Background: an optimization exercise with open tools, aiming at small area. Do not read the settings as production practice.
In this exercise RTL edits were held to simulation tests only and were not proved equivalent to the original.
Power and IR drop assume default switching activity.

## bnn_spi_top
module bnn_spi_top (
  input  logic       clk,
  input  logic       rst_n,
  input  logic       spi_sclk,
  input  logic       spi_mosi,
  input  logic       spi_cs_n,
  output logic [3:0] result_out,
  output logic       result_ready,
  output logic       status_ready,
  output logic       send_image,
  output logic [2:0] fsm_state
);
Size in the first run: about 510 cells after synthesis.
==> flow/config.mk <==
export PLATFORM = sky130hd
export DESIGN_NAME = bnn_spi_top
export DESIGN_NICKNAME = bnn_spi_top
export VERILOG_FILES = /design/flow/design.v
export SDC_FILE = /design/flow/constraint.sdc
export NUM_CORES = 4
export LEC_CHECK = 0
export CAP_MARGIN = 20
export CORE_MARGIN = 2
export CORE_UTILIZATION = 40
export SLEW_MARGIN = 20
==> flow/constraint.sdc <==
create_clock -name core_clock -period 20.0 [get_ports {clk}]
set_input_delay 4.0000 -clock core_clock [delete_from_list [all_inputs] [get_ports {clk}]]
set_output_delay 4.0000 -clock core_clock [all_outputs]
set_load 0.01 [all_outputs]
run.sh (not shown) runs the stock make flow with config.mk's settings and CLKGATE_MAP_FILE= SYNTH_SCRIPT=/design/flow/synth_recipe.tcl, a recipe that flattens the netlist after the stock synthesis.
Then changed:
--- a/flow/design.v
+++ b/flow/design.v
@@ -54,51 +54,51 @@
     mosi_s2   <= mosi_s1;
     sclk_prev <= sclk_s2;
     byte_rise <= bit_in & (bit_cnt == 3'd7);
     if (cs_s2)       bit_cnt <= 3'd0;
     else if (bit_in) bit_cnt <= bit_cnt + 3'd1;
     if (bit_in) shift_reg <= {shift_reg[6:0], mosi_s2};
   end
   logic [2:0] state, next_state;
   logic       cs_prev;
   logic [9:0] cnt;               
-  logic       cmd_status, cmd_image;
+  wire        cmd_status, cmd_image;
   logic [6:0] ptr;               
   wire cs_falling = ~cs_s2 & cs_prev;
   wire cs_rising  = cs_s2 & ~cs_prev;
   wire rx_active  = (state == bnn_spi_pkg::S_RX_CMD) || (state == bnn_spi_pkg::S_IMG_RX);
   wire in_wait    = (state == bnn_spi_pkg::S_WAIT_INFERENCE);
   wire in_clear   = (state == bnn_spi_pkg::S_CLEAR);
   wire timeout    = &cnt;
-  wire buf_full   = (ptr == 7'd126);
-  wire buf_empty  = (ptr == 7'd13);
+  wire buf_full   = (ptr == 7'd112);
+  wire buf_empty  = (ptr == 7'd127);
   wire write      = (state == bnn_spi_pkg::S_IMG_RX) & byte_rise & ~buf_full;
   wire res_now    = in_wait & (cnt == 10'd116);
-  wire [6:0] ptr_next = in_clear ? 7'd13 : ptr + {6'd0, write};
+  wire [6:0] ptr_next = in_clear ? 7'd127 : ptr + {6'd0, write};
   always_ff @(posedge clk or negedge rst_n) begin
     if (!rst_n) begin
       state <= bnn_spi_pkg::S_IDLE;
-      ptr   <= 7'd13;
+      ptr   <= 7'd127;
     end else begin
       state <= next_state;
       ptr   <= ptr_next;
     end
   end
   always_ff @(posedge clk) begin
     cs_prev <= cs_s2;
     if (in_wait || (rx_active && !byte_rise)) cnt <= cnt + 10'd1;
+    else if (state == bnn_spi_pkg::S_CMD_LATCH)
+      cnt <= {8'd0, shift_reg == 8'hBF, shift_reg == 8'hFE};
     else cnt <= '0;
   end
-  always_ff @(posedge clk) begin
-    cmd_status <= (shift_reg == 8'hFE);
-    cmd_image  <= (shift_reg == 8'hBF);
-  end
+  assign cmd_status = cnt[0];
+  assign cmd_image  = cnt[1];
   always_comb begin
     next_state = state;
     case (state)
       bnn_spi_pkg::S_IDLE:           if (cs_falling) next_state = bnn_spi_pkg::S_RX_CMD;
       bnn_spi_pkg::S_RX_CMD: begin
         if (timeout) next_state = bnn_spi_pkg::S_IDLE;
         else if (byte_rise) next_state = bnn_spi_pkg::S_CMD_LATCH;
       end
       bnn_spi_pkg::S_CMD_LATCH:      next_state = bnn_spi_pkg::S_CMD_DISPATCH;
       bnn_spi_pkg::S_CMD_DISPATCH: begin
@@ -139,27 +139,27 @@
   localparam logic [59:0] CLS_TAB = {6'h07, 6'h03, 6'h01, 6'h04, 6'h03, 6'h06, 6'h01, 6'h05, 6'h0a, 6'h20};
   wire [5:0] cls_row = CLS_TAB[6*cls +: 6];
   assign init_v = {4'd0, cls_row[5:1]};
   assign par_v  = cls_row[0];
   always_ff @(posedge clk) begin
     if (write) hold <= shift_reg;
   end
   always_ff @(posedge clk) begin
     cls <= (cls == 4'd9) ? 4'd0 : cls + 4'd1;
   end
-  wire [8:0] ptr_cls = radd8({1'b0, ptr}, {4'd0, cls} + 8'd3);
-  wire [7:0] step_w  = write ? {ptr_cls[6:0], 1'b0} : {ptr, 1'b1};
-  wire [8:0] ptr3    = radd8({1'b0, ptr_next}, {ptr_next, 1'b0});
-  wire [8:0] base_w  = radd8(ptr3[7:0], 8'd214);
+  wire [4:0] step_k  = write ? {1'b0, cls} + 5'd17 : 5'd14;
+  wire [8:0] step_a  = radd8({1'b0, ptr}, {3'd0, step_k});
+  wire [7:0] step_w  = {step_a[6:0], ~write};
+  wire [8:0] base_w  = radd8({1'b0, ptr_next}, {ptr_next, 1'b0});
   wire [8:0] wgt_inc = radd8(wgt, step_w);
   always_ff @(posedge clk) begin
-    wgt <= (cls == 4'd9) ? base_w[7:0] : wgt_inc[7:0];
+    wgt <= (cls == 4'd9) ? {base_w[7] ^ (&ptr_next), base_w[6:0]} : wgt_inc[7:0];
   end
   wire       cnt_lo   = ~|cnt[9:5];
   wire       cnt_lt10 = cnt_lo & ~cnt[4] & ~(cnt[3] & (cnt[2] | cnt[1]));
   wire       cnt_1x   = cnt_lo & (cnt[4] ? ~(cnt[3] | cnt[2]) : (cnt[3] & (cnt[2] | cnt[1])));
   wire       scoring  = ~buf_empty & cnt_lt10;
   wire [7:0] mask     = {{4{~buf_full & scoring}}, {4{scoring}}};
   wire [7:0] m        = hold & wgt & mask;
   wire       s0 = m[0] ^ m[1] ^ m[2], c0 = (m[0] & m[1]) | (m[2] & (m[0] ^ m[1]));
   wire       s1 = m[3] ^ m[4] ^ m[5], c1 = (m[3] & m[4]) | (m[5] & (m[3] ^ m[4]));
   wire       s2 = m[6] ^ m[7],        c2 = m[6] & m[7];
The changed run passed the timing, design-rule and antenna checks.
Combinational power drops by 74%.
Power decreases by 19%.
Utilization stays flat.
Worst setup slack gets worse by 100 ps.
Design area hardly moves.
Wire length goes up by 1.7%.
Non-clock buffer count went down by 1.
Register-to-register slack gains 220 ps.
Sequential share of layout area fell by 0.42 points.
Clock skew rises by 3.6 ps.
Via count shrinks by 1.9%.
Die area hardly moves.
Clock-buffer cell count decreases by 3.
Hold slack degrades by 3.4 ps.

-- port drivers added, routing unchanged --
The flow's constraints put no driver on any port. The routed layouts listed below were extracted and timed again, unchanged, in two steps.
Step 1 (the two cells are an assumption about what drives the block):
set clk [get_ports {clk}]
set_driving_cell -lib_cell sky130_fd_sc_hd__clkbuf_16 $clk
set_driving_cell -lib_cell sky130_fd_sc_hd__buf_2 [delete_from_list [all_inputs] $clk]
Step 2 moves the port delays by t, midway between the first and last clock arrival at a register: inputs arrive t later, outputs are due t later. That takes back most of the time a late clock gives input paths.
a / b / c = ideal ports / drivers / drivers and shift; a / b = the first two.
run | shift t [ns] | slack for setup (ns) | worst hold slack (ns) | latest minus earliest clock arrival (ns) | cell pins on the clock port's net
the first run | 0.459 | 14.455 / 14.413 / 14.471 | 0.325 / 0.325 / 0.325 | 0.006 / 0.006 | 1
the second run | 0.470 | 14.355 / 14.312 / 14.692 | 0.321 / 0.321 / 0.321 | 0.011 / 0.011 | 1
After both steps setup and hold are still met in every run listed.
